This is an optimization exercise on Yosys and OpenROAD, whose aim is small area and a short achievable clock period, not a production implementation.
Function was checked by simulation only, so behaviour that the tests miss may differ from the original.

<file path="flow/design.v">
`timescale 1ns/1ps
`default_nettype none
package isa_pkg;
    typedef logic [4:0] opcode_t;
    typedef logic [3:0] alu_op_t;
    typedef logic [1:0] fault_t;
    localparam alu_op_t IADD = 4'h0;
    localparam alu_op_t ISUB = 4'h1;
    localparam alu_op_t IMUL = 4'h2;
    localparam alu_op_t IDIV = 4'h3;
    localparam alu_op_t IREM = 4'h4;
    localparam alu_op_t INEG = 4'h5;
    localparam alu_op_t IOR  = 4'h8;
    localparam alu_op_t IXOR = 4'h9;
    localparam alu_op_t ISHL = 4'hC;
    localparam alu_op_t ISHR = 4'hD;
    localparam alu_op_t IAND = 4'hF;
    localparam opcode_t OP_PUSH = 5'h10;
    localparam opcode_t OP_POP  = 5'h11;
    localparam opcode_t OP_DUP  = 5'h12;
    localparam opcode_t OP_SWAP = 5'h13;
    localparam fault_t FAULT_NONE      = 2'd0;
    localparam fault_t FAULT_UNDERFLOW = 2'd1;
    localparam fault_t FAULT_OVERFLOW  = 2'd2;
    localparam fault_t FAULT_ILLEGAL   = 2'd3;
endpackage
`default_nettype wire
`timescale 1ns/1ps
`default_nettype none
package stack_pkg;
    typedef logic [31:0] word_t;
    localparam int STACK_DEPTH = 8;
    typedef logic [3:0] depth_t;
    typedef logic [2:0] sp_t;
endpackage
`default_nettype wire
`timescale 1ns/1ps
`default_nettype none
module fa_cell (
    input  logic a,
    input  logic b,
    input  logic c,
    output logic s,
    output logic co
);
    assign s  = a ^ b ^ c;
    assign co = (a & b) | (a & c) | (b & c);
endmodule
module rca #(parameter int W = 32) (
    input  logic [W-1:0] a,
    input  logic [W-1:0] b,
    input  logic         ci,
    output logic [W-1:0] s
);
    logic [W:0] c;
    assign c[0] = ci;
    genvar j;
    generate
        for (j = 0; j < W; j++) begin : g_bit
            fa_cell u_fa (.a(a[j]), .b(b[j]), .c(c[j]), .s(s[j]), .co(c[j+1]));
        end
    endgenerate
endmodule
module mul16 (
    input  logic [15:0] a,
    input  logic [15:0] b,
    output logic [31:0] p
);
    logic [16:0] s [16];
    logic [15:0] c [16];
    genvar i, j;
    generate
        for (j = 0; j < 16; j++) begin : g_row0
            assign s[0][j] = a[j] & b[0];
            assign c[0][j] = 1'b0;
        end
        assign s[0][16] = 1'b0;
        for (i = 1; i < 16; i++) begin : g_row
            assign p[i-1]    = s[i-1][0];
            assign s[i][16]  = 1'b0;
            for (j = 0; j < 16; j++) begin : g_col
                fa_cell u_fa (.a(a[j] & b[i]), .b(s[i-1][j+1]), .c(c[i-1][j]),
                              .s(s[i][j]), .co(c[i][j]));
            end
        end
    endgenerate
    assign p[15] = s[15][0];
    rca #(.W(16)) u_final (.a(s[15][16:1]), .b(c[15]), .ci(1'b0), .s(p[31:16]));
endmodule
module shifts (
    input  stack_pkg::word_t n,
    input  logic [4:0]       sh,
    output stack_pkg::word_t r_shl,
    output stack_pkg::word_t r_shr
);
    assign r_shl = n << sh;
    assign r_shr = n >> sh;
endmodule
module alu (
    input  stack_pkg::word_t n,
    input  stack_pkg::word_t t,
    output stack_pkg::word_t r_add,
    output stack_pkg::word_t r_sub,
    output stack_pkg::word_t r_mul,
    output logic [15:0]      r_quo,
    output logic [15:0]      r_rem,
    output logic             r_dz,
    output stack_pkg::word_t r_shl,
    output stack_pkg::word_t r_shr
);
    divu16 u_div (.a(n[15:0]), .d(t[15:0]), .q(r_quo), .r(r_rem));
    mul16  u_mul (.a(n[15:0]), .b(t[15:0]), .p(r_mul));
    rca #(.W(32)) u_add (.a(n), .b(t),  .ci(1'b0), .s(r_add));
    rca #(.W(32)) u_sub (.a(n), .b(~t), .ci(1'b1), .s(r_sub));
    shifts u_sh (.n(n), .sh(t[4:0]), .r_shl(r_shl), .r_shr(r_shr));
    assign r_dz = (t[15:0] == 16'd0);
endmodule
module divu16 (
    input  wire [15:0] a,
    input  wire [15:0] d,
    output wire [15:0] q,
    output wire [15:0] r
);
    wire [17:0] m1 = {2'b00, d};
    wire [17:0] m2 = {1'b0, d, 1'b0};
    wire [17:0] m3 = m1 + m2;
    wire [18:0] zh1;
    assign zh1[18] = 1'b1;
    assign zh1[17] = zh1[18] & ~m1[17];
    assign zh1[16] = zh1[17] & ~m1[16];
    assign zh1[15] = zh1[16] & ~m1[15];
    assign zh1[14] = zh1[15] & ~m1[14];
    assign zh1[13] = zh1[14] & ~m1[13];
    assign zh1[12] = zh1[13] & ~m1[12];
    assign zh1[11] = zh1[12] & ~m1[11];
    assign zh1[10] = zh1[11] & ~m1[10];
    assign zh1[9] = zh1[10] & ~m1[9];
    assign zh1[8] = zh1[9] & ~m1[8];
    assign zh1[7] = zh1[8] & ~m1[7];
    assign zh1[6] = zh1[7] & ~m1[6];
    assign zh1[5] = zh1[6] & ~m1[5];
    assign zh1[4] = zh1[5] & ~m1[4];
    assign zh1[3] = zh1[4] & ~m1[3];
    assign zh1[2] = zh1[3] & ~m1[2];
    assign zh1[1] = zh1[2] & ~m1[1];
    assign zh1[0] = zh1[1] & ~m1[0];
    wire [18:0] zh2;
    assign zh2[18] = 1'b1;
    assign zh2[17] = zh2[18] & ~m2[17];
    assign zh2[16] = zh2[17] & ~m2[16];
    assign zh2[15] = zh2[16] & ~m2[15];
    assign zh2[14] = zh2[15] & ~m2[14];
    assign zh2[13] = zh2[14] & ~m2[13];
    assign zh2[12] = zh2[13] & ~m2[12];
    assign zh2[11] = zh2[12] & ~m2[11];
    assign zh2[10] = zh2[11] & ~m2[10];
    assign zh2[9] = zh2[10] & ~m2[9];
    assign zh2[8] = zh2[9] & ~m2[8];
    assign zh2[7] = zh2[8] & ~m2[7];
    assign zh2[6] = zh2[7] & ~m2[6];
    assign zh2[5] = zh2[6] & ~m2[5];
    assign zh2[4] = zh2[5] & ~m2[4];
    assign zh2[3] = zh2[4] & ~m2[3];
    assign zh2[2] = zh2[3] & ~m2[2];
    assign zh2[1] = zh2[2] & ~m2[1];
    assign zh2[0] = zh2[1] & ~m2[0];
    wire [18:0] zh3;
    assign zh3[18] = 1'b1;
    assign zh3[17] = zh3[18] & ~m3[17];
    assign zh3[16] = zh3[17] & ~m3[16];
    assign zh3[15] = zh3[16] & ~m3[15];
    assign zh3[14] = zh3[15] & ~m3[14];
    assign zh3[13] = zh3[14] & ~m3[13];
    assign zh3[12] = zh3[13] & ~m3[12];
    assign zh3[11] = zh3[12] & ~m3[11];
    assign zh3[10] = zh3[11] & ~m3[10];
    assign zh3[9] = zh3[10] & ~m3[9];
    assign zh3[8] = zh3[9] & ~m3[8];
    assign zh3[7] = zh3[8] & ~m3[7];
    assign zh3[6] = zh3[7] & ~m3[6];
    assign zh3[5] = zh3[6] & ~m3[5];
    assign zh3[4] = zh3[5] & ~m3[4];
    assign zh3[3] = zh3[4] & ~m3[3];
    assign zh3[2] = zh3[3] & ~m3[2];
    assign zh3[1] = zh3[2] & ~m3[1];
    assign zh3[0] = zh3[1] & ~m3[0];
    wire s0_x0 = a[15];
    wire [1:0] s0m1_s = {1'b0, {s0_x0}} - {1'b0, m1[0:0]};
    wire s0_ge1 = zh1[1] & ~s0m1_s[1];
    assign q[15] = s0_ge1;
    wire s0_r0 = s0_ge1 ? s0m1_s[0] : s0_x0;
    wire s1_x0 = a[14];
    wire s1_x1 = s0_r0;
    wire [2:0] s1m1_s = {1'b0, {s1_x1, s1_x0}} - {1'b0, m1[1:0]};
    wire s1_ge1 = zh1[2] & ~s1m1_s[2];
    assign q[14] = s1_ge1;
    wire s1_r0 = s1_ge1 ? s1m1_s[0] : s1_x0;
    wire s1_r1 = s1_ge1 ? s1m1_s[1] : s1_x1;
    wire s2_x0 = a[13];
    wire s2_x1 = s1_r0;
    wire s2_x2 = s1_r1;
    wire [3:0] s2m1_s = {1'b0, {s2_x2, s2_x1, s2_x0}} - {1'b0, m1[2:0]};
    wire s2_ge1 = zh1[3] & ~s2m1_s[3];
    assign q[13] = s2_ge1;
    wire s2_r0 = s2_ge1 ? s2m1_s[0] : s2_x0;
    wire s2_r1 = s2_ge1 ? s2m1_s[1] : s2_x1;
    wire s2_r2 = s2_ge1 ? s2m1_s[2] : s2_x2;
    wire s3_x0 = a[12];
    wire s3_x1 = s2_r0;
    wire s3_x2 = s2_r1;
    wire s3_x3 = s2_r2;
    wire [4:0] s3m1_s = {1'b0, {s3_x3, s3_x2, s3_x1, s3_x0}} - {1'b0, m1[3:0]};
    wire s3_ge1 = zh1[4] & ~s3m1_s[4];
    assign q[12] = s3_ge1;
    wire s3_r0 = s3_ge1 ? s3m1_s[0] : s3_x0;
    wire s3_r1 = s3_ge1 ? s3m1_s[1] : s3_x1;
    wire s3_r2 = s3_ge1 ? s3m1_s[2] : s3_x2;
    wire s3_r3 = s3_ge1 ? s3m1_s[3] : s3_x3;
    wire s4_x0 = a[11];
    wire s4_x1 = s3_r0;
    wire s4_x2 = s3_r1;
    wire s4_x3 = s3_r2;
    wire s4_x4 = s3_r3;
    wire [5:0] s4m1_s = {1'b0, {s4_x4, s4_x3, s4_x2, s4_x1, s4_x0}} - {1'b0, m1[4:0]};
    wire s4_ge1 = zh1[5] & ~s4m1_s[5];
    assign q[11] = s4_ge1;
    wire s4_r0 = s4_ge1 ? s4m1_s[0] : s4_x0;
    wire s4_r1 = s4_ge1 ? s4m1_s[1] : s4_x1;
    wire s4_r2 = s4_ge1 ? s4m1_s[2] : s4_x2;
    wire s4_r3 = s4_ge1 ? s4m1_s[3] : s4_x3;
    wire s4_r4 = s4_ge1 ? s4m1_s[4] : s4_x4;
    wire s5_x0 = a[10];
    wire s5_x1 = s4_r0;
    wire s5_x2 = s4_r1;
    wire s5_x3 = s4_r2;
    wire s5_x4 = s4_r3;
    wire s5_x5 = s4_r4;
    wire [6:0] s5m1_s = {1'b0, {s5_x5, s5_x4, s5_x3, s5_x2, s5_x1, s5_x0}} - {1'b0, m1[5:0]};
    wire s5_ge1 = zh1[6] & ~s5m1_s[6];
    assign q[10] = s5_ge1;
    wire s5_r0 = s5_ge1 ? s5m1_s[0] : s5_x0;
    wire s5_r1 = s5_ge1 ? s5m1_s[1] : s5_x1;
    wire s5_r2 = s5_ge1 ? s5m1_s[2] : s5_x2;
    wire s5_r3 = s5_ge1 ? s5m1_s[3] : s5_x3;
    wire s5_r4 = s5_ge1 ? s5m1_s[4] : s5_x4;
    wire s5_r5 = s5_ge1 ? s5m1_s[5] : s5_x5;
    wire s6_x0 = a[9];
    wire s6_x1 = s5_r0;
    wire s6_x2 = s5_r1;
    wire s6_x3 = s5_r2;
    wire s6_x4 = s5_r3;
    wire s6_x5 = s5_r4;
    wire s6_x6 = s5_r5;
    wire [7:0] s6m1_s = {1'b0, {s6_x6, s6_x5, s6_x4, s6_x3, s6_x2, s6_x1, s6_x0}} - {1'b0, m1[6:0]};
    wire s6_ge1 = zh1[7] & ~s6m1_s[7];
    assign q[9] = s6_ge1;
    wire s6_r0 = s6_ge1 ? s6m1_s[0] : s6_x0;
    wire s6_r1 = s6_ge1 ? s6m1_s[1] : s6_x1;
    wire s6_r2 = s6_ge1 ? s6m1_s[2] : s6_x2;
    wire s6_r3 = s6_ge1 ? s6m1_s[3] : s6_x3;
    wire s6_r4 = s6_ge1 ? s6m1_s[4] : s6_x4;
    wire s6_r5 = s6_ge1 ? s6m1_s[5] : s6_x5;
    wire s6_r6 = s6_ge1 ? s6m1_s[6] : s6_x6;
    wire s7_x0 = a[8];
    wire s7_x1 = s6_r0;
    wire s7_x2 = s6_r1;
    wire s7_x3 = s6_r2;
    wire s7_x4 = s6_r3;
    wire s7_x5 = s6_r4;
    wire s7_x6 = s6_r5;
    wire s7_x7 = s6_r6;
    wire [8:0] s7m1_s = {1'b0, {s7_x7, s7_x6, s7_x5, s7_x4, s7_x3, s7_x2, s7_x1, s7_x0}} - {1'b0, m1[7:0]};
    wire s7_ge1 = zh1[8] & ~s7m1_s[8];
    assign q[8] = s7_ge1;
    wire s7_r0 = s7_ge1 ? s7m1_s[0] : s7_x0;
    wire s7_r1 = s7_ge1 ? s7m1_s[1] : s7_x1;
    wire s7_r2 = s7_ge1 ? s7m1_s[2] : s7_x2;
    wire s7_r3 = s7_ge1 ? s7m1_s[3] : s7_x3;
    wire s7_r4 = s7_ge1 ? s7m1_s[4] : s7_x4;
    wire s7_r5 = s7_ge1 ? s7m1_s[5] : s7_x5;
    wire s7_r6 = s7_ge1 ? s7m1_s[6] : s7_x6;
    wire s7_r7 = s7_ge1 ? s7m1_s[7] : s7_x7;
    wire s8_x0 = a[6];
    wire s8_x1 = a[7];
    wire s8_x2 = s7_r0;
    wire s8_x3 = s7_r1;
    wire s8_x4 = s7_r2;
    wire s8_x5 = s7_r3;
    wire s8_x6 = s7_r4;
    wire s8_x7 = s7_r5;
    wire s8_x8 = s7_r6;
    wire s8_x9 = s7_r7;
    wire [10:0] s8m1_s = {1'b0, {s8_x9, s8_x8, s8_x7, s8_x6, s8_x5, s8_x4, s8_x3, s8_x2, s8_x1, s8_x0}} - {1'b0, m1[9:0]};
    wire s8_ge1 = zh1[10] & ~s8m1_s[10];
    wire [10:0] s8m2_s = {1'b0, {s8_x9, s8_x8, s8_x7, s8_x6, s8_x5, s8_x4, s8_x3, s8_x2, s8_x1, s8_x0}} - {1'b0, m2[9:0]};
    wire s8_ge2 = zh2[10] & ~s8m2_s[10];
    wire [10:0] s8m3_s = {1'b0, {s8_x9, s8_x8, s8_x7, s8_x6, s8_x5, s8_x4, s8_x3, s8_x2, s8_x1, s8_x0}} - {1'b0, m3[9:0]};
    wire s8_ge3 = zh3[10] & ~s8m3_s[10];
    assign q[7] = s8_ge2;
    assign q[6] = s8_ge3 | (s8_ge1 & ~s8_ge2);
    wire s8_r0 = s8_ge3 ? s8m3_s[0] : s8_ge2 ? s8m2_s[0] : s8_ge1 ? s8m1_s[0] : s8_x0;
    wire s8_r1 = s8_ge3 ? s8m3_s[1] : s8_ge2 ? s8m2_s[1] : s8_ge1 ? s8m1_s[1] : s8_x1;
    wire s8_r2 = s8_ge3 ? s8m3_s[2] : s8_ge2 ? s8m2_s[2] : s8_ge1 ? s8m1_s[2] : s8_x2;
    wire s8_r3 = s8_ge3 ? s8m3_s[3] : s8_ge2 ? s8m2_s[3] : s8_ge1 ? s8m1_s[3] : s8_x3;
    wire s8_r4 = s8_ge3 ? s8m3_s[4] : s8_ge2 ? s8m2_s[4] : s8_ge1 ? s8m1_s[4] : s8_x4;
    wire s8_r5 = s8_ge3 ? s8m3_s[5] : s8_ge2 ? s8m2_s[5] : s8_ge1 ? s8m1_s[5] : s8_x5;
    wire s8_r6 = s8_ge3 ? s8m3_s[6] : s8_ge2 ? s8m2_s[6] : s8_ge1 ? s8m1_s[6] : s8_x6;
    wire s8_r7 = s8_ge3 ? s8m3_s[7] : s8_ge2 ? s8m2_s[7] : s8_ge1 ? s8m1_s[7] : s8_x7;
    wire s8_r8 = s8_ge3 ? s8m3_s[8] : s8_ge2 ? s8m2_s[8] : s8_ge1 ? s8m1_s[8] : s8_x8;
    wire s8_r9 = s8_ge3 ? s8m3_s[9] : s8_ge2 ? s8m2_s[9] : s8_ge1 ? s8m1_s[9] : s8_x9;
    wire s9_x0 = a[4];
    wire s9_x1 = a[5];
    wire s9_x2 = s8_r0;
    wire s9_x3 = s8_r1;
    wire s9_x4 = s8_r2;
    wire s9_x5 = s8_r3;
    wire s9_x6 = s8_r4;
    wire s9_x7 = s8_r5;
    wire s9_x8 = s8_r6;
    wire s9_x9 = s8_r7;
    wire s9_x10 = s8_r8;
    wire s9_x11 = s8_r9;
    wire [12:0] s9m1_s = {1'b0, {s9_x11, s9_x10, s9_x9, s9_x8, s9_x7, s9_x6, s9_x5, s9_x4, s9_x3, s9_x2, s9_x1, s9_x0}} - {1'b0, m1[11:0]};
    wire s9_ge1 = zh1[12] & ~s9m1_s[12];
    wire [12:0] s9m2_s = {1'b0, {s9_x11, s9_x10, s9_x9, s9_x8, s9_x7, s9_x6, s9_x5, s9_x4, s9_x3, s9_x2, s9_x1, s9_x0}} - {1'b0, m2[11:0]};
    wire s9_ge2 = zh2[12] & ~s9m2_s[12];
    wire [12:0] s9m3_s = {1'b0, {s9_x11, s9_x10, s9_x9, s9_x8, s9_x7, s9_x6, s9_x5, s9_x4, s9_x3, s9_x2, s9_x1, s9_x0}} - {1'b0, m3[11:0]};
    wire s9_ge3 = zh3[12] & ~s9m3_s[12];
    assign q[5] = s9_ge2;
    assign q[4] = s9_ge3 | (s9_ge1 & ~s9_ge2);
    wire s9_r0 = s9_ge3 ? s9m3_s[0] : s9_ge2 ? s9m2_s[0] : s9_ge1 ? s9m1_s[0] : s9_x0;
    wire s9_r1 = s9_ge3 ? s9m3_s[1] : s9_ge2 ? s9m2_s[1] : s9_ge1 ? s9m1_s[1] : s9_x1;
    wire s9_r2 = s9_ge3 ? s9m3_s[2] : s9_ge2 ? s9m2_s[2] : s9_ge1 ? s9m1_s[2] : s9_x2;
    wire s9_r3 = s9_ge3 ? s9m3_s[3] : s9_ge2 ? s9m2_s[3] : s9_ge1 ? s9m1_s[3] : s9_x3;
    wire s9_r4 = s9_ge3 ? s9m3_s[4] : s9_ge2 ? s9m2_s[4] : s9_ge1 ? s9m1_s[4] : s9_x4;
    wire s9_r5 = s9_ge3 ? s9m3_s[5] : s9_ge2 ? s9m2_s[5] : s9_ge1 ? s9m1_s[5] : s9_x5;
    wire s9_r6 = s9_ge3 ? s9m3_s[6] : s9_ge2 ? s9m2_s[6] : s9_ge1 ? s9m1_s[6] : s9_x6;
    wire s9_r7 = s9_ge3 ? s9m3_s[7] : s9_ge2 ? s9m2_s[7] : s9_ge1 ? s9m1_s[7] : s9_x7;
    wire s9_r8 = s9_ge3 ? s9m3_s[8] : s9_ge2 ? s9m2_s[8] : s9_ge1 ? s9m1_s[8] : s9_x8;
    wire s9_r9 = s9_ge3 ? s9m3_s[9] : s9_ge2 ? s9m2_s[9] : s9_ge1 ? s9m1_s[9] : s9_x9;
    wire s9_r10 = s9_ge3 ? s9m3_s[10] : s9_ge2 ? s9m2_s[10] : s9_ge1 ? s9m1_s[10] : s9_x10;
    wire s9_r11 = s9_ge3 ? s9m3_s[11] : s9_ge2 ? s9m2_s[11] : s9_ge1 ? s9m1_s[11] : s9_x11;
    wire s10_x0 = a[2];
    wire s10_x1 = a[3];
    wire s10_x2 = s9_r0;
    wire s10_x3 = s9_r1;
    wire s10_x4 = s9_r2;
    wire s10_x5 = s9_r3;
    wire s10_x6 = s9_r4;
    wire s10_x7 = s9_r5;
    wire s10_x8 = s9_r6;
    wire s10_x9 = s9_r7;
    wire s10_x10 = s9_r8;
    wire s10_x11 = s9_r9;
    wire s10_x12 = s9_r10;
    wire s10_x13 = s9_r11;
    wire [14:0] s10m1_s = {1'b0, {s10_x13, s10_x12, s10_x11, s10_x10, s10_x9, s10_x8, s10_x7, s10_x6, s10_x5, s10_x4, s10_x3, s10_x2, s10_x1, s10_x0}} - {1'b0, m1[13:0]};
    wire s10_ge1 = zh1[14] & ~s10m1_s[14];
    wire [14:0] s10m2_s = {1'b0, {s10_x13, s10_x12, s10_x11, s10_x10, s10_x9, s10_x8, s10_x7, s10_x6, s10_x5, s10_x4, s10_x3, s10_x2, s10_x1, s10_x0}} - {1'b0, m2[13:0]};
    wire s10_ge2 = zh2[14] & ~s10m2_s[14];
    wire [14:0] s10m3_s = {1'b0, {s10_x13, s10_x12, s10_x11, s10_x10, s10_x9, s10_x8, s10_x7, s10_x6, s10_x5, s10_x4, s10_x3, s10_x2, s10_x1, s10_x0}} - {1'b0, m3[13:0]};
    wire s10_ge3 = zh3[14] & ~s10m3_s[14];
    assign q[3] = s10_ge2;
    assign q[2] = s10_ge3 | (s10_ge1 & ~s10_ge2);
    wire s10_r0 = s10_ge3 ? s10m3_s[0] : s10_ge2 ? s10m2_s[0] : s10_ge1 ? s10m1_s[0] : s10_x0;
    wire s10_r1 = s10_ge3 ? s10m3_s[1] : s10_ge2 ? s10m2_s[1] : s10_ge1 ? s10m1_s[1] : s10_x1;
    wire s10_r2 = s10_ge3 ? s10m3_s[2] : s10_ge2 ? s10m2_s[2] : s10_ge1 ? s10m1_s[2] : s10_x2;
    wire s10_r3 = s10_ge3 ? s10m3_s[3] : s10_ge2 ? s10m2_s[3] : s10_ge1 ? s10m1_s[3] : s10_x3;
    wire s10_r4 = s10_ge3 ? s10m3_s[4] : s10_ge2 ? s10m2_s[4] : s10_ge1 ? s10m1_s[4] : s10_x4;
    wire s10_r5 = s10_ge3 ? s10m3_s[5] : s10_ge2 ? s10m2_s[5] : s10_ge1 ? s10m1_s[5] : s10_x5;
    wire s10_r6 = s10_ge3 ? s10m3_s[6] : s10_ge2 ? s10m2_s[6] : s10_ge1 ? s10m1_s[6] : s10_x6;
    wire s10_r7 = s10_ge3 ? s10m3_s[7] : s10_ge2 ? s10m2_s[7] : s10_ge1 ? s10m1_s[7] : s10_x7;
    wire s10_r8 = s10_ge3 ? s10m3_s[8] : s10_ge2 ? s10m2_s[8] : s10_ge1 ? s10m1_s[8] : s10_x8;
    wire s10_r9 = s10_ge3 ? s10m3_s[9] : s10_ge2 ? s10m2_s[9] : s10_ge1 ? s10m1_s[9] : s10_x9;
    wire s10_r10 = s10_ge3 ? s10m3_s[10] : s10_ge2 ? s10m2_s[10] : s10_ge1 ? s10m1_s[10] : s10_x10;
    wire s10_r11 = s10_ge3 ? s10m3_s[11] : s10_ge2 ? s10m2_s[11] : s10_ge1 ? s10m1_s[11] : s10_x11;
    wire s10_r12 = s10_ge3 ? s10m3_s[12] : s10_ge2 ? s10m2_s[12] : s10_ge1 ? s10m1_s[12] : s10_x12;
    wire s10_r13 = s10_ge3 ? s10m3_s[13] : s10_ge2 ? s10m2_s[13] : s10_ge1 ? s10m1_s[13] : s10_x13;
    wire s11_x0 = a[0];
    wire s11_x1 = a[1];
    wire s11_x2 = s10_r0;
    wire s11_x3 = s10_r1;
    wire s11_x4 = s10_r2;
    wire s11_x5 = s10_r3;
    wire s11_x6 = s10_r4;
    wire s11_x7 = s10_r5;
    wire s11_x8 = s10_r6;
    wire s11_x9 = s10_r7;
    wire s11_x10 = s10_r8;
    wire s11_x11 = s10_r9;
    wire s11_x12 = s10_r10;
    wire s11_x13 = s10_r11;
    wire s11_x14 = s10_r12;
    wire s11_x15 = s10_r13;
    wire [16:0] s11m1_s = {1'b0, {s11_x15, s11_x14, s11_x13, s11_x12, s11_x11, s11_x10, s11_x9, s11_x8, s11_x7, s11_x6, s11_x5, s11_x4, s11_x3, s11_x2, s11_x1, s11_x0}} - {1'b0, m1[15:0]};
    wire s11_ge1 = zh1[16] & ~s11m1_s[16];
    wire [16:0] s11m2_s = {1'b0, {s11_x15, s11_x14, s11_x13, s11_x12, s11_x11, s11_x10, s11_x9, s11_x8, s11_x7, s11_x6, s11_x5, s11_x4, s11_x3, s11_x2, s11_x1, s11_x0}} - {1'b0, m2[15:0]};
    wire s11_ge2 = zh2[16] & ~s11m2_s[16];
    wire [16:0] s11m3_s = {1'b0, {s11_x15, s11_x14, s11_x13, s11_x12, s11_x11, s11_x10, s11_x9, s11_x8, s11_x7, s11_x6, s11_x5, s11_x4, s11_x3, s11_x2, s11_x1, s11_x0}} - {1'b0, m3[15:0]};
    wire s11_ge3 = zh3[16] & ~s11m3_s[16];
    assign q[1] = s11_ge2;
    assign q[0] = s11_ge3 | (s11_ge1 & ~s11_ge2);
    wire s11_r0 = s11_ge3 ? s11m3_s[0] : s11_ge2 ? s11m2_s[0] : s11_ge1 ? s11m1_s[0] : s11_x0;
    wire s11_r1 = s11_ge3 ? s11m3_s[1] : s11_ge2 ? s11m2_s[1] : s11_ge1 ? s11m1_s[1] : s11_x1;
    wire s11_r2 = s11_ge3 ? s11m3_s[2] : s11_ge2 ? s11m2_s[2] : s11_ge1 ? s11m1_s[2] : s11_x2;
    wire s11_r3 = s11_ge3 ? s11m3_s[3] : s11_ge2 ? s11m2_s[3] : s11_ge1 ? s11m1_s[3] : s11_x3;
    wire s11_r4 = s11_ge3 ? s11m3_s[4] : s11_ge2 ? s11m2_s[4] : s11_ge1 ? s11m1_s[4] : s11_x4;
    wire s11_r5 = s11_ge3 ? s11m3_s[5] : s11_ge2 ? s11m2_s[5] : s11_ge1 ? s11m1_s[5] : s11_x5;
    wire s11_r6 = s11_ge3 ? s11m3_s[6] : s11_ge2 ? s11m2_s[6] : s11_ge1 ? s11m1_s[6] : s11_x6;
    wire s11_r7 = s11_ge3 ? s11m3_s[7] : s11_ge2 ? s11m2_s[7] : s11_ge1 ? s11m1_s[7] : s11_x7;
    wire s11_r8 = s11_ge3 ? s11m3_s[8] : s11_ge2 ? s11m2_s[8] : s11_ge1 ? s11m1_s[8] : s11_x8;
    wire s11_r9 = s11_ge3 ? s11m3_s[9] : s11_ge2 ? s11m2_s[9] : s11_ge1 ? s11m1_s[9] : s11_x9;
    wire s11_r10 = s11_ge3 ? s11m3_s[10] : s11_ge2 ? s11m2_s[10] : s11_ge1 ? s11m1_s[10] : s11_x10;
    wire s11_r11 = s11_ge3 ? s11m3_s[11] : s11_ge2 ? s11m2_s[11] : s11_ge1 ? s11m1_s[11] : s11_x11;
    wire s11_r12 = s11_ge3 ? s11m3_s[12] : s11_ge2 ? s11m2_s[12] : s11_ge1 ? s11m1_s[12] : s11_x12;
    wire s11_r13 = s11_ge3 ? s11m3_s[13] : s11_ge2 ? s11m2_s[13] : s11_ge1 ? s11m1_s[13] : s11_x13;
    wire s11_r14 = s11_ge3 ? s11m3_s[14] : s11_ge2 ? s11m2_s[14] : s11_ge1 ? s11m1_s[14] : s11_x14;
    wire s11_r15 = s11_ge3 ? s11m3_s[15] : s11_ge2 ? s11m2_s[15] : s11_ge1 ? s11m1_s[15] : s11_x15;
    assign r = {s11_r15, s11_r14, s11_r13, s11_r12, s11_r11, s11_r10, s11_r9, s11_r8, s11_r7, s11_r6, s11_r5, s11_r4, s11_r3, s11_r2, s11_r1, s11_r0};
endmodule
`default_nettype wire
`timescale 1ns/1ps
`default_nettype none
module operand_stack (
    input  logic              clk,
    input  logic [6:0]        wr_en,
    input  stack_pkg::word_t  wr_data,
    input  logic [6:0]        rd_sel,
    output stack_pkg::word_t  rd_data
);
    stack_pkg::word_t entries [7];
    always_ff @(posedge clk) begin
        for (int i = 0; i < 7; i++) begin
            if (wr_en[i]) entries[i] <= wr_data;
        end
    end
    always_comb begin
        rd_data = '0;
        for (int i = 0; i < 7; i++) begin
            rd_data = rd_data | (entries[i] & {32{rd_sel[i]}});
        end
    end
endmodule
`default_nettype wire
`timescale 1ns/1ps
`default_nettype none
module stack_control (
    input  logic              rst_n,
    input  logic              cmd_valid,
    input  isa_pkg::opcode_t  cmd_op,
    input  stack_pkg::depth_t depth,
    output isa_pkg::fault_t   fault_c,
    output logic              inc,
    output logic              dec,
    output logic [6:0]        wr_en,
    output logic [6:0]        rd_sel,
    output logic [3:0]        lut,
    output logic              s_imm,
    output logic              s_add,
    output logic              s_sub,
    output logic              s_mul,
    output logic              s_quo,
    output logic              s_rem,
    output logic              s_shl,
    output logic              s_shr
);
    logic [3:0] code;
    logic       is_alu;
    logic       alu_legal;
    logic       ge1;
    logic       ge2;
    logic       full;
    logic       do_push, do_dup, do_pop, do_swap, do_neg, do_bin;
    assign code   = cmd_op[3:0];
    assign is_alu = ~cmd_op[4];
    assign ge1    = (depth != 4'd0);
    assign ge2    = (depth > 4'd1);
    assign full   = depth[3];
    always_comb begin
        case (code)
            4'h6, 4'h7, 4'hA, 4'hB, 4'hE: alu_legal = 1'b0;
            default:                      alu_legal = 1'b1;
        endcase
    end
    always_comb begin
        fault_c = isa_pkg::FAULT_NONE;
        do_push = 1'b0;
        do_dup  = 1'b0;
        do_pop  = 1'b0;
        do_swap = 1'b0;
        do_neg  = 1'b0;
        do_bin  = 1'b0;
        if (is_alu) begin
            if (!alu_legal)               fault_c = isa_pkg::FAULT_ILLEGAL;
            else if (code == isa_pkg::INEG) begin
                if (!ge1)                 fault_c = isa_pkg::FAULT_UNDERFLOW;
                else                      do_neg  = 1'b1;
            end else if (!ge2)            fault_c = isa_pkg::FAULT_UNDERFLOW;
            else                          do_bin  = 1'b1;
        end else begin
            case (cmd_op)
                isa_pkg::OP_PUSH: begin
                    if (full)             fault_c = isa_pkg::FAULT_OVERFLOW;
                    else                  do_push = 1'b1;
                end
                isa_pkg::OP_POP: begin
                    if (!ge1)             fault_c = isa_pkg::FAULT_UNDERFLOW;
                    else                  do_pop  = 1'b1;
                end
                isa_pkg::OP_DUP: begin
                    if (!ge1)             fault_c = isa_pkg::FAULT_UNDERFLOW;
                    else if (full)        fault_c = isa_pkg::FAULT_OVERFLOW;
                    else                  do_dup  = 1'b1;
                end
                isa_pkg::OP_SWAP: begin
                    if (!ge2)             fault_c = isa_pkg::FAULT_UNDERFLOW;
                    else                  do_swap = 1'b1;
                end
                default:                  fault_c = isa_pkg::FAULT_ILLEGAL;
            endcase
        end
    end
    logic go;
    assign go  = cmd_valid & rst_n;
    assign inc = go & (do_push | do_dup);
    assign dec = go & (do_pop | do_bin);
    always_comb begin
        for (int i = 0; i < 7; i++) begin
            rd_sel[i] = (depth == 4'(i + 2));
            wr_en[i]  = go & (((do_push | do_dup) & (depth == 4'(i + 1))) |
                              (do_swap & (depth == 4'(i + 2))));
        end
    end
    always_comb begin
        lut   = 4'b0000;
        s_imm = 1'b0;
        s_add = 1'b0;
        s_sub = 1'b0;
        s_mul = 1'b0;
        s_quo = 1'b0;
        s_rem = 1'b0;
        s_shl = 1'b0;
        s_shr = 1'b0;
        if (!rst_n) begin
            lut = 4'b0000;                         
        end else if (!cmd_valid) begin
            lut = 4'b1010;                         
        end else if (do_push) begin
            s_imm = 1'b1;
        end else if (do_pop | do_swap) begin
            lut = 4'b1100;                         
        end else if (do_neg) begin
            lut = 4'b0101;                         
        end else if (do_bin) begin
            case (code)
                isa_pkg::IADD: s_add = 1'b1;
                isa_pkg::ISUB: s_sub = 1'b1;
                isa_pkg::IMUL: s_mul = 1'b1;
                isa_pkg::IDIV: s_quo = 1'b1;
                isa_pkg::IREM: s_rem = 1'b1;
                isa_pkg::IOR:  lut   = 4'b1110;    
                isa_pkg::IXOR: lut   = 4'b0110;    
                isa_pkg::ISHL: s_shl = 1'b1;
                isa_pkg::ISHR: s_shr = 1'b1;
                default:       lut   = 4'b1000;    
            endcase
        end else begin
            lut = 4'b1010;                         
        end
    end
endmodule
`default_nettype wire
`timescale 1ns/1ps
`default_nettype none
module top_mux (
    input  logic [3:0]       lut,
    input  logic             s_imm,
    input  logic             s_add,
    input  logic             s_sub,
    input  logic             s_mul,
    input  logic             s_quo,
    input  logic             s_rem,
    input  logic             s_shl,
    input  logic             s_shr,
    input  stack_pkg::word_t n,
    input  stack_pkg::word_t t,
    input  stack_pkg::word_t imm,
    input  stack_pkg::word_t r_add,
    input  stack_pkg::word_t r_sub,
    input  stack_pkg::word_t r_mul,
    input  logic [15:0]      r_quo,
    input  logic [15:0]      r_rem,
    input  logic             r_dz,
    input  stack_pkg::word_t r_shl,
    input  stack_pkg::word_t r_shr,
    output stack_pkg::word_t y
);
    always_comb begin
        for (int j = 0; j < 32; j++) begin
            y[j] = lut[{n[j], t[j]}] |
                   (s_imm & imm[j]) | (s_add & r_add[j]) | (s_sub & r_sub[j]) |
                   (s_mul & r_mul[j]) | (s_shl & r_shl[j]) | (s_shr & r_shr[j]);
            if (j < 16) y[j] = y[j] | (s_quo & r_quo[j]) | (s_rem & r_rem[j]);
            else        y[j] = y[j] | (s_quo & r_dz);
        end
    end
endmodule
module stack_core (
    input  logic              clk,
    input  logic              rst_n,
    input  logic              cmd_valid,
    input  isa_pkg::opcode_t  cmd_op,
    input  stack_pkg::word_t  cmd_imm,
    output logic              done,
    output logic              fault,
    output isa_pkg::fault_t   fault_code,
    output stack_pkg::word_t  tos,
    output stack_pkg::depth_t depth
);
    stack_pkg::word_t  top;
    stack_pkg::word_t  next;
    stack_pkg::depth_t count;
    isa_pkg::fault_t   fault_c;
    logic inc, dec;
    logic [6:0] wr_en;
    logic [6:0] rd_sel;
    logic [3:0] lut;
    logic s_imm, s_add, s_sub, s_mul, s_quo, s_rem, s_shl, s_shr;
    stack_pkg::word_t r_add, r_sub, r_mul, r_shl, r_shr;
    logic [15:0] r_quo, r_rem;
    logic        r_dz;
    stack_pkg::word_t top_d;
    assign tos   = top;
    assign depth = count;
    stack_control u_control (
        .rst_n     (rst_n),
        .cmd_valid (cmd_valid),
        .cmd_op    (cmd_op),
        .depth     (count),
        .fault_c   (fault_c),
        .inc       (inc),
        .dec       (dec),
        .wr_en     (wr_en),
        .rd_sel    (rd_sel),
        .lut       (lut),
        .s_imm     (s_imm),
        .s_add     (s_add),
        .s_sub     (s_sub),
        .s_mul     (s_mul),
        .s_quo     (s_quo),
        .s_rem     (s_rem),
        .s_shl     (s_shl),
        .s_shr     (s_shr)
    );
    operand_stack u_stack (
        .clk     (clk),
        .wr_en   (wr_en),
        .wr_data (top),
        .rd_sel  (rd_sel),
        .rd_data (next)
    );
    alu u_alu (
        .n     (next),
        .t     (top),
        .r_add (r_add),
        .r_sub (r_sub),
        .r_mul (r_mul),
        .r_quo (r_quo),
        .r_rem (r_rem),
        .r_dz  (r_dz),
        .r_shl (r_shl),
        .r_shr (r_shr)
    );
    top_mux u_mux (
        .lut   (lut),
        .s_imm (s_imm),
        .s_add (s_add),
        .s_sub (s_sub),
        .s_mul (s_mul),
        .s_quo (s_quo),
        .s_rem (s_rem),
        .s_shl (s_shl),
        .s_shr (s_shr),
        .n     (next),
        .t     (top),
        .imm   (cmd_imm),
        .r_add (r_add),
        .r_sub (r_sub),
        .r_mul (r_mul),
        .r_quo (r_quo),
        .r_rem (r_rem),
        .r_dz  (r_dz),
        .r_shl (r_shl),
        .r_shr (r_shr),
        .y     (top_d)
    );
    always_ff @(posedge clk) begin
        top <= top_d;
        if (!rst_n) begin
            count      <= '0;
            done       <= 1'b0;
            fault      <= 1'b0;
            fault_code <= isa_pkg::FAULT_NONE;
        end else begin
            if (inc)      count <= count + 4'd1;
            else if (dec) count <= count - 4'd1;
            done       <= cmd_valid;
            fault      <= cmd_valid && (fault_c != isa_pkg::FAULT_NONE);
            fault_code <= cmd_valid ? fault_c : isa_pkg::FAULT_NONE;
        end
    end
endmodule
`default_nettype wire
</file>
<file path="flow/constraint.sdc">
create_clock -name core_clock -period 110.0 [get_ports {clk}]
set_input_delay 22.0000 -clock core_clock [delete_from_list [all_inputs] [get_ports {clk}]]
set_output_delay 22.0000 -clock core_clock [all_outputs]
set_load 0.01 [all_outputs]
</file>
<file path="flow/standard.sh">
#!/bin/bash
# synth_recipe.tcl (not shown) runs the flow's synth.tcl, then flattens the netlist and writes it again
# the make line also repeats each setting of config.mk as NAME=value (left out here)
make -C /OpenROAD-flow-scripts/flow DESIGN_CONFIG=/design/flow/config.mk WORK_HOME=/design/flow/orfs CLKGATE_MAP_FILE= SYNTH_SCRIPT=/design/flow/synth_recipe.tcl "${@:-finish}"
</file>
<file path="flow/config.mk">
export PLATFORM = sky130hd
export DESIGN_NAME = stack_core
export DESIGN_NICKNAME = stack_core
export VERILOG_FILES = /design/flow/design.v
export SDC_FILE = /design/flow/constraint.sdc
export NUM_CORES = 4
export LEC_CHECK = 0
export ABC_AREA = 1
export CAP_MARGIN = 20
export CORE_MARGIN = 2
export CORE_UTILIZATION = 40
export CTS_BUF_LIST = sky130_fd_sc_hd__clkbuf_8
export SLEW_MARGIN = 20
</file>
<file path="flow/flow/run.sh">
#!/bin/bash
# The standard layout, with two changes to how it is made:
# - the setup repair is asked to leave a margin of slack at the design's own
#   clock period, so that the resizer keeps working on the paths that set the
#   achieved period;
# - the port buffers (one on every input and output, as the standard flow
#   places them) are plain buffers rather than the default delay buffers.
set -euo pipefail
export SETUP_SLACK_MARGIN=85
export BUFFER_PORTS_ARGS="-buffer_cell sky130_fd_sc_hd__buf_2"
bash standard.sh > standard_make.log 2>&1
</file>
==> flow_metrics.tcl <==
set metrics [dict create \
    seq_area_frac_synth 0.234 \
    async_reset_ff_frac 0 \
    globalRoute.totalOverflow 0 \
    outcome "complete, no violations" \
    timing.hold.worst.class "reg2reg" \
    drt.antenna.violating_nets 0 \
    ys.warnings.count 10 \
    synth_seq_cells 264 \
    post_synth_main_area_contributors "sky130_fd_sc_hd__edfxtp_1 (21%), sky130_fd_sc_hd__fa_1 (19%), sky130_fd_sc_hd__ha_1 (10%)" \
    synth.top_cell.area_share 0.209 \
    reg2reg_depth 144 \
    tritoncts.num_buffers 42 \
    max_slew_margin 0.207 \
    finalWorstPathRequiredPeriod_ns 24.92 \
    synth.largest_area_cell "sky130_fd_sc_hd__edfxtp_1" \
    wirelength_mm 118 \
    max-clock-path-buffers 3 \
    wl_per_cell_um 23.5 \
    worst-setup-path-type "in2reg" \
    global_route_wire_length_before_repair_mm 175 \
    firstDrtPassIters 5 \
    tightestPinTransition_ns 1.18 \
    setup.worst_path.end "top[6]" \
    detailroute.via_count 28700 \
    coreArea_um2 79300 \
    number_of_buffer_cells_added_on_primary_ports 79 \
    crit-reg2reg-launch "top[14]" \
    first_iter_violations 2833 \
    post_synth_instance_area_um2 32200 \
    nNetsFinal 4544 \
    grt_start_max_net_pins 72 \
    layout-drive-gt1-share 0.121 \
    average_instance_area_after_synthesis_um2 8.30 \
    critical_path_startpoint_category "input pin" \
    postSynthNetCount 4479 \
    globalRouteTotalUtil 0.282 \
    row_count 103 \
    setup_violations 0 \
    cts_num_sinks 264 \
    drc 0 \
    ios 80 \
    cp_max_fo 12 \
    clock_transition_at_path_regs_ns 0.08 \
    timing.reg2reg.setup_slack_ns 87.12 \
    cp.arrival_ns 25.44 \
    gp_congestion 1.04 \
    grt_antenna_before_repair 3 \
    timing_max_transition_violations_final 0 \
    area_growth_syn_to_layout_pct 9.91 \
    rsz0062_at_grt "true" \
    initial_core_util 0.406 \
    final_min_period_over_clock_period 0.227 \
    full_die_area_um2 82700 \
    synth-edff-count 224 \
    clkLatencyLatePin_ns 0.57 \
    final.setup.tns_ns 0 \
    tritoncts "yes" \
    synthCells 3873 \
    cts_max_level 2 \
    final_hold_viol_count 0 \
    worst_r2r_endpoint "top[12]" \
    synth_cell_type_count 71 \
    maxCapViolations 0 \
    first_global_vias 27800 \
    fmaxAchievable_ghz 0.0401 \
    hpwl_mm 88.7 \
    dieHeight_um 288 \
    cp.required_ns 110.52 \
    cts_hold_buffers 0 \
    die-width_um 288 \
    synth_ff_type "sky130_fd_sc_hd__edfxtp_1" \
    timing.clock.skew_ns 0.0292 \
    via_to_cell_ratio 5.72 \
    clock_tree.root_cell "sky130_fd_sc_hd__clkbuf_8" \
    fin_hold_ws_ns 0.594 \
    crit_start "cmd_op[3]" \
    endpoint_kind "register" \
]
-- Yosys cell counts, drive strengths merged (3+ instances only) --
cell,count
nand3b,3
ha,263
xor2,90
o22ai,16
a21o,10
mux2i,14
a31oi,19
dfxtp,40
a21oi,255
o2111ai,17
o211ai,34
or2,29
o21ai,318
a22o,44
nand3,148
nor3,14
a211oi,25
fa,303
a221oi,56
clkbuf,91
buf,91
inv,468
xnor2,39
nand4,21
a22oi,3
o21bai,48
o221ai,13
nand2,706
clkinv,11
a2111oi,25
edfxtp,224
and2,11
nor4,17
nor2,390
-- cell type report --
class                   instances  area (um2)
repair buffers                200        1340
well taps                    1050        1310
multi-input cells            2949       22400
fillers                      8077       43900
flip-flops and latches        264        7540
clock inverters                31         249
repair inverters                2        10.0
inverters                     479        1850
clock buffers                  44         606
diodes                          1        2.50
-- kinds of logic after synthesis --
kind of cell / count (synthesis) / share of synthesized area
AND/OR/NAND/NOR: 1341 / 0.177
AO/OA/AOI/OAI: 898 / 0.175
buffers and inverters: 661 / 0.0836
adder cells (fa/ha/maj): 566 / 0.291
flip-flops: 264 / 0.234
XOR/XNOR: 129 / 0.0354
multiplexers: 14 / 0.00436
-- routing by layer --
| metal | vias up | share of wire | GRT usage |
|---|---|---|---|
| met5 | - | 0.00021 | 0 |
| met4 | 4 | 0.036 | 0.0952 |
| met3 | 205 | 0.086 | 0.0531 |
| met2 | 1263 | 0.44 | 0.443 |
| met1 | 14000 | 0.43 | 0.389 |
| li1 | 13200 | - | - |
-- repair_timing --
item                       4_1_cts  5_1_grt
resized for setup               34       80
setup endpoints to repair       64       57
cloned                           2        1
buffers inserted                 8       32
pin swaps                        3        8
-- registers in the layout (all words and copies together), names as in the netlist --
name / count
count: 4
done: 1
fault: 1
fault_code: 2
top: 32
u_stack.entries: 224
-- stage by stage --
step                utilization  worst slack, ns  cells  cell area, um2
floorplan                     -            84.77   3873           32200
global placement          0.426            82.63   4901           33700
detailed placement        0.426            83.18   4901           33700
CTS                       0.439            84.95   4986           34800
global route              0.446            84.86   5019           35300
finish                    0.446            85.08   5020           35300
-- placed cells by master, fill, tap and decap left out, types with 47 or more instances in the layout --
master	count
sky130_fd_sc_hd__edfxtp_1	224
sky130_fd_sc_hd__o21bai_1	47
sky130_fd_sc_hd__fa_1	303
sky130_fd_sc_hd__a21oi_1	251
sky130_fd_sc_hd__inv_1	443
sky130_fd_sc_hd__nand3_1	135
sky130_fd_sc_hd__ha_1	261
sky130_fd_sc_hd__nor2_1	372
sky130_fd_sc_hd__o21ai_0	234
sky130_fd_sc_hd__buf_4	116
sky130_fd_sc_hd__nand2_1	677
sky130_fd_sc_hd__a221oi_1	49
sky130_fd_sc_hd__xor2_1	90
sky130_fd_sc_hd__o21ai_1	54
sky130_fd_sc_hd__buf_2	79
-- worst min path at each step --
stage	from	to	slack, ns	cells past startpoint
2_1_floorplan	top[31]	u_stack.entries[0][31]	0.57	0
3_3_place_gp	count[0]	count[0]	0.57	2
3_5_place_dp	top[24]	u_stack.entries[0][24]	0.58	0
4_1_cts	count[1]	count[1]	0.59	2
5_1_grt	top[24]	u_stack.entries[1][24]	0.61	0
6_report	count[1]	count[1]	0.59	2
-- critical path, cell delays in order --
cell and delay, ns:
sky130_fd_sc_hd__buf_2 0.18, sky130_fd_sc_hd__nand2_1 0.16, sky130_fd_sc_hd__o21ai_0 0.17, sky130_fd_sc_hd__nor2_1 0.06, sky130_fd_sc_hd__nor2_1 0.15, sky130_fd_sc_hd__inv_1 0.10, sky130_fd_sc_hd__nor3_4 0.21, sky130_fd_sc_hd__nand3_1 0.17
sky130_fd_sc_hd__nor2_1 0.43, sky130_fd_sc_hd__clkinvlp_4 0.50, sky130_fd_sc_hd__o21ai_0 0.99, sky130_fd_sc_hd__a211oi_2 0.17, sky130_fd_sc_hd__nand2_1 0.13

==> afterwards: timing with drivers on the ports <==
The results above use ideal ports. As a check the final layout listed here was re-extracted and re-timed, cells and wires unchanged. Step 1, drivers: a clkbuf_16 drives clk and a buf_2 each remaining input, both assumed. Step 2 adds t to the input delays and takes it off the output delays; t is the mean of the earliest and latest rising clock arrival at the registers after step 1. Input paths then give back, and output paths get back, about the clock's delay inside the block. Slacks: ideal / step 1 / step 2; pairs: ideal / step 1.
t, ns: 0.603
setup slack, ns: 85.079 / 85.098 / 84.494
worst setup path at the end: input to register
After both steps this run still meets setup and hold. The setup slack of this run moves by +0.019 ns with the drivers and by -0.585 ns with both steps.
